Context: an optimization exercise on an open-source flow, tuned for small area, a short achievable clock period and few clock cycles per item. The choices shown serve that exercise and are no tape-out recipe.

== fjord ==
// muldiv_top
module muldiv_top
(
	input logic clk,
	input logic rst,
	input logic cmd_valid,
	input logic [2:0] cmd_op,
	input logic [31:0] cmd_a,
	input logic [31:0] cmd_b,
	output logic cmd_ready,
	output logic rsp_valid,
	output logic [31:0] rsp_data
);
==> module muldiv_unit, before the edit <==
module muldiv_unit
(
	input logic clk,
	input logic rst,
	input logic cmd_valid,
	input muldiv_pkg::alu_cmd_t cmd,
	output logic cmd_ready,
	output logic rsp_valid,
	output logic [muldiv_pkg::xlen-1:0] rsp_data
);
	localparam int n_chunks = (xlen + mul_chunk - 1) / mul_chunk;
	logic s_full;
	logic [xlen-1:0] s_a;
	logic [xlen-1:0] s_b;
	logic s_mul;
	logic s_div;
	logic s_rem;
	logic s_na;
	logic s_negq;
	logic s_cmp;
	logic [2:0] op;
	logic [xlen-1:0] a;
	logic [xlen-1:0] b;
	logic is_mul;
	logic is_div;
	logic is_signed;
	logic na;
	logic nb;
	logic swap;
	logic flip;
	assign op = cmd.op;
	assign a = cmd.a;
	assign b = cmd.b;
	always_comb
	begin
		is_mul = (op == op_mul);
		is_div = (op == op_div) || (op == op_divu) || (op == op_rem) || (op == op_remu);
		is_signed = (op == op_div) || (op == op_rem);
		na = is_signed && a[xlen-1];
		nb = is_signed && b[xlen-1];
		swap = 1'b0;
		for (int j = 1; j < n_chunks; j++)
			if (((a >> (j * mul_chunk)) == '0) && ((b >> (j * mul_chunk)) != '0))
				swap = 1'b1;
		swap = swap && is_mul;
		flip = (op == op_slt);
	end
	logic busy;
	logic last;
	logic x_take;
	assign x_take = !busy || last;
	assign cmd_ready = !s_full || x_take;
	always_ff @(posedge clk)
	begin
		if (rst)
			s_full <= 1'b0;
		else if (cmd_ready)
			s_full <= cmd_valid;
	end
	always_ff @(posedge clk)
	begin
		if (cmd_ready)
		begin
			s_a <= swap ? b : (na ? -a : {a[xlen-1] ^ flip, a[xlen-2:0]});
			s_b <= swap ? a : (nb ? -b : {b[xlen-1] ^ flip, b[xlen-2:0]});
			s_mul <= is_mul;
			s_div <= is_div;
			s_rem <= (op == op_rem) || (op == op_remu);
			s_na <= na;
			s_negq <= (na ^ nb) && (b != '0);
			s_cmp <= (op == op_slt) || (op == op_sltu);
		end
	end
	logic [5:0] la;
	logic [5:0] lb;
	logic [6:0] ldiff;
	logic b_zero;
	logic no_steps;
	logic [cnt_w-1:0] ncyc_m1;
	always_comb
	begin
		la = '0;
		lb = '0;
		for (int i = 0; i < xlen; i++)
		begin
			if (s_a[i]) la = 6'(i + 1);
			if (s_b[i]) lb = 6'(i + 1);
		end
		ldiff = {1'b0, la} - {1'b0, lb};
		b_zero = (s_b == '0);
		no_steps = b_zero || ldiff[6];
		ncyc_m1 = no_steps ? '0 : cnt_w'(ldiff[5:0] / 6'(div_steps));
	end
	logic [xlen-1:0] imm_res;
	logic s_negrem;
	always_comb
	begin
		if (s_div)
			imm_res = s_rem ? s_a : (b_zero ? '1 : '0);
		else
			imm_res = '0;
		s_negrem = s_div && no_steps && s_rem && s_na;
	end
	localparam logic [1:0] md_mul = 2'd0;
	localparam logic [1:0] md_div = 2'd1;
	localparam logic [1:0] md_neg = 2'd2;
	localparam logic [1:0] md_cmp = 2'd3;
	logic [1:0] mode;
	logic [xlen-1:0] r;
	logic [dw-1:0] d;
	logic [xlen-1:0] q;
	logic [cnt_w-1:0] cnt;
	logic sel_rem;
	logic neg;
	logic [xlen-1:0] res_q;
	assign rsp_data = res_q;
	always_comb
	begin
		case (mode)
			md_mul: last = (r >> mul_chunk) == '0;
			md_div: last = (cnt == cnt_w'(1)) && !neg;
			default: last = 1'b1;
		endcase
	end
	logic [xlen-1:0] m_acc;
	logic [xlen-1:0] m_x;
	logic [mul_chunk-1:0] m_y;
	logic [xlen-1:0] m_sum;
	assign m_acc = q;
	assign m_x = d[xlen-1:0];
	assign m_y = r[mul_chunk-1:0];
	mul_unit u_mul (.acc(m_acc), .x(m_x), .y(m_y), .sum(m_sum));
	logic [xlen-1:0] dv_r;
	logic [dw-1:0] dv_d;
	logic [xlen-1:0] dv_q;
	div_unit u_div
	(
		.r_in(r), .d_in(d), .q_in(q),
		.r_out(dv_r), .d_out(dv_d), .q_out(dv_q)
	);
	logic [xlen-1:0] rq;
	assign rq = sel_rem ? r : q;
	always_ff @(posedge clk)
	begin
		if (rst)
		begin
			busy <= 1'b0;
			rsp_valid <= 1'b0;
		end
		else
		begin
			rsp_valid <= busy && last;
			if (s_full && x_take)
				busy <= 1'b1;
			else if (last)
				busy <= 1'b0;
		end
	end
	always_ff @(posedge clk)
	begin
		case (mode)
			md_mul: res_q <= m_sum;
			md_div: res_q <= sel_rem ? dv_r : dv_q;
			md_neg: res_q <= -rq;
			default: res_q <= {{(xlen - 1){1'b0}}, !dv_q[div_steps-1]};
		endcase
	end
	always_ff @(posedge clk)
	begin
		if (!x_take)
		begin
			if (mode == md_div)
			begin
				q <= dv_q;
				d <= dv_d;
				r <= dv_r;
				if (cnt == cnt_w'(1))
					mode <= md_neg;
			end
			else
			begin
				q <= m_sum;
				d <= d << mul_chunk;
				r <= r >> mul_chunk;
			end
			cnt <= cnt - cnt_w'(1);
		end
		else
		begin
			sel_rem <= s_rem;
			neg <= s_rem ? s_na : s_negq;
			cnt <= ncyc_m1 + cnt_w'(1);
			if (s_div && !no_steps)
			begin
				mode <= md_div;
				r <= s_a;
				d <= (dw'(s_b) << (div_steps - 1)) << (ncyc_m1 * div_steps);
				q <= '0;
			end
			else if (s_cmp)
			begin
				mode <= md_cmp;
				r <= s_a;
				d <= dw'(s_b);
				q <= '0;
			end
			else
			begin
				mode <= s_negrem ? md_neg : md_mul;
				q <= s_mul ? '0 : imm_res;
				d <= dw'(s_a);
				r <= s_mul ? s_b : (s_negrem ? s_a : '0);
			end
		end
	end
endmodule
==> flow/config.mk <==
export PLATFORM = sky130hd
export DESIGN_NAME = muldiv_top
export DESIGN_NICKNAME = muldiv_top
export VERILOG_FILES = /design/flow/design.v
export SDC_FILE = /design/flow/constraint.sdc
export NUM_CORES = 4
export LEC_CHECK = 0
export CAP_MARGIN = 20
export CORE_MARGIN = 2
export CORE_UTILIZATION = 40
export SETUP_SLACK_MARGIN = 2.5
export SLEW_MARGIN = 20
==> flow/constraint.sdc <==
create_clock -name core_clock -period 8.0 [get_ports {clk}]
set_input_delay 1.6000 -clock core_clock [delete_from_list [all_inputs] [get_ports {clk}]]
set_output_delay 1.6000 -clock core_clock [all_outputs]
set_load 0.01 [all_outputs]
run.sh (not shown) runs the stock make flow with config.mk's settings and CLKGATE_MAP_FILE= SYNTH_SCRIPT=/design/flow/synth_recipe.tcl, a recipe that flattens the netlist after the stock synthesis.
Setup changes, fjord to delta
--- a/flow/design.v
+++ b/flow/design.v
@@ -224,31 +224,24 @@
 		else
 			imm_res = '0;
 		s_negrem = s_div && no_steps && s_rem && s_na;
 	end
 	localparam logic [1:0] md_mul = 2'd0;
 	localparam logic [1:0] md_div = 2'd1;
-	localparam logic [1:0] md_neg = 2'd2;
-	localparam logic [1:0] md_cmp = 2'd3;
+	localparam logic [1:0] md_cmp = 2'd2;
 	logic [1:0] mode;
 	logic [xlen-1:0] r;
 	logic [dw-1:0] d;
 	logic [xlen-1:0] q;
 	logic [cnt_w-1:0] cnt;
 	logic sel_rem;
 	logic neg;
 	logic [xlen-1:0] res_q;
 	assign rsp_data = res_q;
-	always_comb
-	begin
-		case (mode)
-			md_mul: last = (r >> mul_chunk) == '0;
-			md_div: last = (cnt == cnt_w'(1)) && !neg;
-			default: last = 1'b1;
-		endcase
-	end
+	logic last_q;
+	assign last = last_q;
 	logic [xlen-1:0] m_acc;
 	logic [xlen-1:0] m_x;
 	logic [mul_chunk-1:0] m_y;
 	logic [xlen-1:0] m_sum;
 	assign m_acc = q;
 	assign m_x = d[xlen-1:0];
@@ -259,14 +252,14 @@
 	logic [xlen-1:0] dv_q;
 	div_unit u_div
 	(
 		.r_in(r), .d_in(d), .q_in(q),
 		.r_out(dv_r), .d_out(dv_d), .q_out(dv_q)
 	);
-	logic [xlen-1:0] rq;
-	assign rq = sel_rem ? r : q;
+	logic [xlen-1:0] dv_res;
+	assign dv_res = sel_rem ? dv_r : dv_q;
 	always_ff @(posedge clk)
 	begin
 		if (rst)
 		begin
 			busy <= 1'b0;
 			rsp_valid <= 1'b0;
@@ -281,62 +274,72 @@
 		end
 	end
 	always_ff @(posedge clk)
 	begin
 		case (mode)
 			md_mul: res_q <= m_sum;
-			md_div: res_q <= sel_rem ? dv_r : dv_q;
-			md_neg: res_q <= -rq;
+			md_div: res_q <= dv_res;
 			default: res_q <= {{(xlen - 1){1'b0}}, !dv_q[div_steps-1]};
 		endcase
 	end
 	always_ff @(posedge clk)
 	begin
 		if (!x_take)
 		begin
-			if (mode == md_div)
+			if ((mode == md_div) && (cnt == cnt_w'(1)))
+			begin
+				mode <= md_mul;
+				q <= xlen'(1);
+				d <= dw'(~dv_res);
+				r <= xlen'(1);
+				last_q <= 1'b1;
+			end
+			else if (mode == md_div)
 			begin
 				q <= dv_q;
 				d <= dv_d;
 				r <= dv_r;
-				if (cnt == cnt_w'(1))
-					mode <= md_neg;
+				last_q <= (cnt == cnt_w'(2)) && !neg;
 			end
 			else
 			begin
 				q <= m_sum;
 				d <= d << mul_chunk;
 				r <= r >> mul_chunk;
+				last_q <= (r >> (2 * mul_chunk)) == '0;
 			end
 			cnt <= cnt - cnt_w'(1);
 		end
 		else
 		begin
 			sel_rem <= s_rem;
 			neg <= s_rem ? s_na : s_negq;
 			cnt <= ncyc_m1 + cnt_w'(1);
 			if (s_div && !no_steps)
 			begin
 				mode <= md_div;
+				last_q <= (ncyc_m1 == '0) && !(s_rem ? s_na : s_negq);
 				r <= s_a;
 				d <= (dw'(s_b) << (div_steps - 1)) << (ncyc_m1 * div_steps);
 				q <= '0;
 			end
 			else if (s_cmp)
 			begin
 				mode <= md_cmp;
+				last_q <= 1'b1;
 				r <= s_a;
 				d <= dw'(s_b);
 				q <= '0;
 			end
 			else
 			begin
-				mode <= s_negrem ? md_neg : md_mul;
-				q <= s_mul ? '0 : imm_res;
-				d <= dw'(s_a);
-				r <= s_mul ? s_b : (s_negrem ? s_a : '0);
+				mode <= md_mul;
+				last_q <= !s_mul || ((s_b >> mul_chunk) == '0);
+				q <= s_negrem ? xlen'(1) : (s_mul ? '0 : imm_res);
+				d <= dw'(s_negrem ? ~s_a : s_a);
+				r <= s_negrem ? xlen'(1) : (s_mul ? s_b : '0);
 			end
 		end
 	end
 endmodule
 `default_nettype wire
 `default_nettype none
==> comparison <==
delta vs fjord: maximum number of pins on one net before global-route repair down slightly
delta ended with more flip-flop and latch count than fjord.
Cmp delta vs fjord: worst-case setup margin in the final layout higher in delta
Number of register bits inferred by synthesis in delta vs fjord: up 0.47%
Post-synthesis compound-gate area fraction across fjord and delta: no real change.
The lower synthesis-to-finish area growth of fjord and delta is in fjord.
Between delta and fjord, it is delta whose wire length is higher, by 12%.
For the area occupied by multi-input gates, delta came in 840 µm² lower than fjord did.
Maximum clock rate grows slightly when moving from fjord to delta.
NOTE post-cts gate resize count fjord->delta increased by more than a quarter
No run of this note included a check of the RTL's function; only the layout flow was run.

## static timing again, ports no longer ideal
In the flow no input, the clock included, has a driving cell. The finished layouts below were timed again as built, in two steps.
Step 1 assumes that a clkbuf_16 drives the clock port and a buf_2 every other input.
Step 2 times the ports against the registers' clock, not the clock port: input delays grow and output delays shrink by t, the midpoint of the rising clock arrivals with the driver on.
Slacks: ideal / step 1 / step 2; pairs: ideal / step 1.
run | t, ns | setup WS [ns] | cell pins on the clock port's net
fjord | 0.612 | 2.388 / 2.388 / 2.388 | 1
delta | 0.643 | 2.430 / 2.430 / 2.430 | 1
After both steps setup and hold are still met in every run listed.
